From an optimization exercise on the open Yosys and OpenROAD flow, aimed at small area; shortcuts taken in it are not production practice.
Power and IR drop assume default switching activity.

## the baseline
==> flow/design.v <==
package dpMemPkg;
  localparam int addrBits = 4;
  localparam int dataBits = 16;
  localparam int memDepth = 16;
  localparam int cntBits = 8;
endpackage
`timescale 1ns/1ps
module apbMemPort (
  input  logic                             WEb,
  input  logic                             rstN,
  input  logic                             psel,
  input  logic                             penable,
  input  logic                             pwrite,
  input  logic [dpMemPkg::addrBits-1:0]    paddr,
  output logic                             setupSeen,    
  output logic                             wrNow,        
  output logic                             wrAccess,     
  output logic                             addrStable,
  output logic                             rdWait,       
  output logic                             rdBad,        
  output logic [dpMemPkg::addrBits-1:0]    setupAddr     
);
  logic                          inAccess;
  assign inAccess   = psel && penable && setupSeen;
  assign addrStable = (paddr == setupAddr);
  assign wrAccess   = inAccess && pwrite;
  assign wrNow      = wrAccess && addrStable;
  always_ff @(posedge WEb or negedge rstN)
  begin
    if (!rstN)
    begin
      rdWait <= 1'b0;
    end
    else
    begin
      rdWait <= inAccess && !pwrite;
    end
  end
  always_ff @(posedge WEb)
  begin
    setupSeen <= psel && !penable;
    setupAddr <= paddr;
    rdBad     <= !addrStable;
  end
endmodule
`timescale 1ns/1ps
module memCore (
  input  logic                          WEb,
  input  logic                          rstN,
  input  logic [dpMemPkg::addrBits-1:0] paddrA,
  input  logic [dpMemPkg::dataBits-1:0] pwdataA,
  input  logic                          pwriteA,
  input  logic                          setupSeenA,
  input  logic                          wrNowA,
  input  logic                          rdWaitA,
  input  logic                          rdBadA,
  input  logic [dpMemPkg::addrBits-1:0] paddrB,
  input  logic [dpMemPkg::dataBits-1:0] pwdataB,
  input  logic                          setupSeenB,
  input  logic                          wrNowB,
  input  logic                          rdWaitB,
  input  logic                          rdBadB,
  input  logic [dpMemPkg::addrBits-1:0] setupAddrB,
  output logic                          collision,
  output logic [dpMemPkg::dataBits-1:0] rdDataA,
  output logic                          rdErrA,
  output logic [dpMemPkg::dataBits-1:0] rdDataB,
  output logic                          rdErrB,
  output logic [dpMemPkg::cntBits-1:0]  collisionCount
);
  logic [dpMemPkg::dataBits-1:0] mem [dpMemPkg::memDepth];
  logic [dpMemPkg::memDepth-1:0] poison;
  logic [dpMemPkg::memDepth-1:0] wrSel;
  logic [dpMemPkg::memDepth-1:0] rdSel;
  logic                          clearing;
  logic                          bothWrite;
  logic                          heldValid;
  logic                          wrAny;
  logic [dpMemPkg::addrBits-1:0] wrAddr;
  logic [dpMemPkg::dataBits-1:0] wrData;
  logic                          liveA;
  logic                          liveB;
  logic                          selA;
  logic [dpMemPkg::addrBits-1:0] rdAddr;
  logic [dpMemPkg::dataBits-1:0] rdWord;
  logic                          rdPoison;
  logic [dpMemPkg::dataBits-1:0] capData;
  logic                          capPoison;
  logic                          capForA;
  logic                          capForB;
  logic                          useCapA;
  logic                          useCapB;
  logic                          counterFull;
  assign bothWrite = wrNowA && wrNowB;
  assign collision = bothWrite && (paddrA == paddrB);
  always_ff @(posedge WEb or negedge rstN)
  begin
    if (!rstN)
    begin
      clearing <= 1'b1;
    end
    else
    begin
      clearing <= 1'b0;
    end
  end
  always_comb
  begin
    if (heldValid)
    begin
      wrAddr = setupAddrB;
      wrData = capData;
    end
    else if (wrNowA)
    begin
      wrAddr = paddrA;
      wrData = pwdataA;
    end
    else
    begin
      wrAddr = paddrB;
      wrData = pwdataB;
    end
  end
  assign wrAny = heldValid || wrNowA || wrNowB;
  always_ff @(posedge WEb)
  begin
    heldValid <= bothWrite && !collision;
  end
  always_comb
  begin
    for (int i = 0; i < dpMemPkg::memDepth; i++)
    begin
      wrSel[i] = clearing || (wrAny && (wrAddr == i));
    end
  end
  for (genvar i = 0; i < dpMemPkg::memDepth; i++)
  begin : gWord
    always_ff @(posedge WEb)
    begin
      if (wrSel[i])
      begin
        mem[i]    <= clearing ? '0 : wrData;
        poison[i] <= !clearing && collision;
      end
    end
  end
  assign liveA = rdWaitA && !useCapA;
  assign liveB = rdWaitB && !useCapB;
  assign selA  = liveA || (!liveB && setupSeenA && !pwriteA);
  assign rdAddr = selA ? paddrA : paddrB;
  always_comb
  begin
    rdWord   = bothWrite ? pwdataB : '0;
    rdPoison = 1'b0;
    for (int i = 0; i < dpMemPkg::memDepth; i++)
    begin
      rdSel[i] = !bothWrite && (rdAddr == i);
      rdWord   = rdWord | (mem[i] & {dpMemPkg::dataBits{rdSel[i]}});
      rdPoison = rdPoison | (poison[i] & rdSel[i]);
    end
  end
  assign capForA = selA && !liveA;
  assign capForB = !selA && !liveB;
  always_ff @(posedge WEb)
  begin
    capData   <= rdWord;
    capPoison <= rdPoison;
    useCapA   <= capForA;
    useCapB   <= capForB;
  end
  assign rdErrA  = rdBadA || (useCapA ? capPoison : rdPoison);
  assign rdErrB  = rdBadB || (useCapB ? capPoison : rdPoison);
  assign rdDataA = rdErrA ? '0 : (useCapA ? capData : rdWord);
  assign rdDataB = rdErrB ? '0 : (useCapB ? capData : rdWord);
  assign counterFull = &collisionCount;
  always_ff @(posedge WEb or negedge rstN)
  begin
    if (!rstN)
    begin
      collisionCount <= '0;
    end
    else if (collision && !counterFull)
    begin
      collisionCount <= collisionCount + 1'b1;
    end
  end
endmodule
`timescale 1ns/1ps
module dualPortMem (
  input  logic                          WEb,
  input  logic                          rstN,
  input  logic                          pselA,
  input  logic                          penableA,
  input  logic                          pwriteA,
  input  logic [dpMemPkg::addrBits-1:0] paddrA,
  input  logic [dpMemPkg::dataBits-1:0] pwdataA,
  output logic [dpMemPkg::dataBits-1:0] prdataA,
  output logic                          preadyA,
  output logic                          pslverrA,
  input  logic                          pselB,
  input  logic                          penableB,
  input  logic                          pwriteB,
  input  logic [dpMemPkg::addrBits-1:0] paddrB,
  input  logic [dpMemPkg::dataBits-1:0] pwdataB,
  output logic [dpMemPkg::dataBits-1:0] prdataB,
  output logic                          preadyB,
  output logic                          pslverrB,
  output logic [dpMemPkg::cntBits-1:0]  collisionCount
);
  logic setupSeenA, wrNowA, wrAccessA, addrStableA, rdWaitA, rdBadA, rdErrA;
  logic setupSeenB, wrNowB, wrAccessB, addrStableB, rdWaitB, rdBadB, rdErrB;
  logic collision;
  logic [dpMemPkg::addrBits-1:0] setupAddrA, setupAddrB;
  apbMemPort portA (
    .WEb        (WEb),
    .rstN       (rstN),
    .psel       (pselA),
    .penable    (penableA),
    .pwrite     (pwriteA),
    .paddr      (paddrA),
    .setupSeen  (setupSeenA),
    .wrNow      (wrNowA),
    .wrAccess   (wrAccessA),
    .addrStable (addrStableA),
    .rdWait     (rdWaitA),
    .rdBad      (rdBadA),
    .setupAddr  (setupAddrA)
  );
  apbMemPort portB (
    .WEb        (WEb),
    .rstN       (rstN),
    .psel       (pselB),
    .penable    (penableB),
    .pwrite     (pwriteB),
    .paddr      (paddrB),
    .setupSeen  (setupSeenB),
    .wrNow      (wrNowB),
    .wrAccess   (wrAccessB),
    .addrStable (addrStableB),
    .rdWait     (rdWaitB),
    .rdBad      (rdBadB),
    .setupAddr  (setupAddrB)
  );
  memCore core (
    .WEb            (WEb),
    .rstN           (rstN),
    .paddrA         (paddrA),
    .pwdataA        (pwdataA),
    .pwriteA        (pwriteA),
    .setupSeenA     (setupSeenA),
    .wrNowA         (wrNowA),
    .rdWaitA        (rdWaitA),
    .rdBadA         (rdBadA),
    .paddrB         (paddrB),
    .pwdataB        (pwdataB),
    .setupSeenB     (setupSeenB),
    .wrNowB         (wrNowB),
    .rdWaitB        (rdWaitB),
    .rdBadB         (rdBadB),
    .setupAddrB     (setupAddrB),
    .collision      (collision),
    .rdDataA        (prdataA),
    .rdErrA         (rdErrA),
    .rdDataB        (prdataB),
    .rdErrB         (rdErrB),
    .collisionCount (collisionCount)
  );
  assign preadyA  = wrAccessA || rdWaitA;
  assign preadyB  = wrAccessB || rdWaitB;
  assign pslverrA = rdWaitA ? rdErrA : (!addrStableA || collision);
  assign pslverrB = rdWaitB ? rdErrB : (!addrStableB || collision);
endmodule
Settings: LEC_CHECK=0, CAP_MARGIN=20, CORE_MARGIN=2, CORE_UTILIZATION=40, GPL_TIMING_DRIVEN=0, SLEW_MARGIN=20; clock period 5.0 ns.
run.sh (not shown) runs the stock make flow with config.mk's settings and CLKGATE_MAP_FILE= SYNTH_SCRIPT=/design/flow/synth_recipe.tcl, a recipe that flattens the netlist after the stock synthesis.
The baseline: no failed stages, no open violations at the end
Here is what was changed in the inputs of the candidate compared with the baseline.
- SLEW_MARGIN: 20 -> 0
- CTS_BUF_LIST: unset -> sky130_fd_sc_hd__clkbuf_4
- CAP_MARGIN: 20 -> 0
Setup slack in the candidate is smaller than in the baseline.
From the baseline to the candidate the numbers moved as follows: wire length per cell dropped 5.4%, number of instances on the worst hold path moved down.
Diff the baseline -> the candidate | worst hold slack | decrease of 0.050 ns
The baseline -> the candidate: total design power increased by a few percent
| path length in cells of the critical path | the candidate vs the baseline | 1 higher |
Diff the baseline -> the candidate: biggest fanout along the worst timing path rose 2; fmax fell 0.48%; total wirelength of the detailed-routed design about even.
In the reports for the candidate and the baseline, the smaller TritonCTS buffer count belongs to the baseline.
In the candidate relative to the baseline, non-clock buffer count had gone down by a few percent.
No run of this note included a check of the RTL's function; only the layout flow was run.

-- re-timing with driven ports --
Ports are ideal in the flow. The routed layouts listed here were re-timed in OpenROAD. Step 1: set_driving_cell puts a clkbuf_16 on WEb and a buf_2 on each other input, an assumption about the parent block. Step 2 adds t to the input delays and takes it off the output delays; t is the mean of the earliest and latest rising clock arrival at the registers after step 1. Input paths then give back, and output paths get back, about the clock's delay inside the block. Slacks: no drivers / after step 1 / after step 2; pairs: no drivers / after step 1.
run | t, ns | setup WS [ns] | latest minus earliest clock arrival (ns)
the baseline | 0.625 | 0.073 / 0.043 / -0.391 | 0.012 / 0.011
the candidate | 0.735 | 0.049 / 0.024 / -0.191 | 0.076 / 0.076
With both steps, setup timing fails in the baseline and the candidate, where it was met with ideal ports. The setup slack of the baseline, which loses most, moves by -0.030 ns with the drivers and by -0.464 ns with both steps.
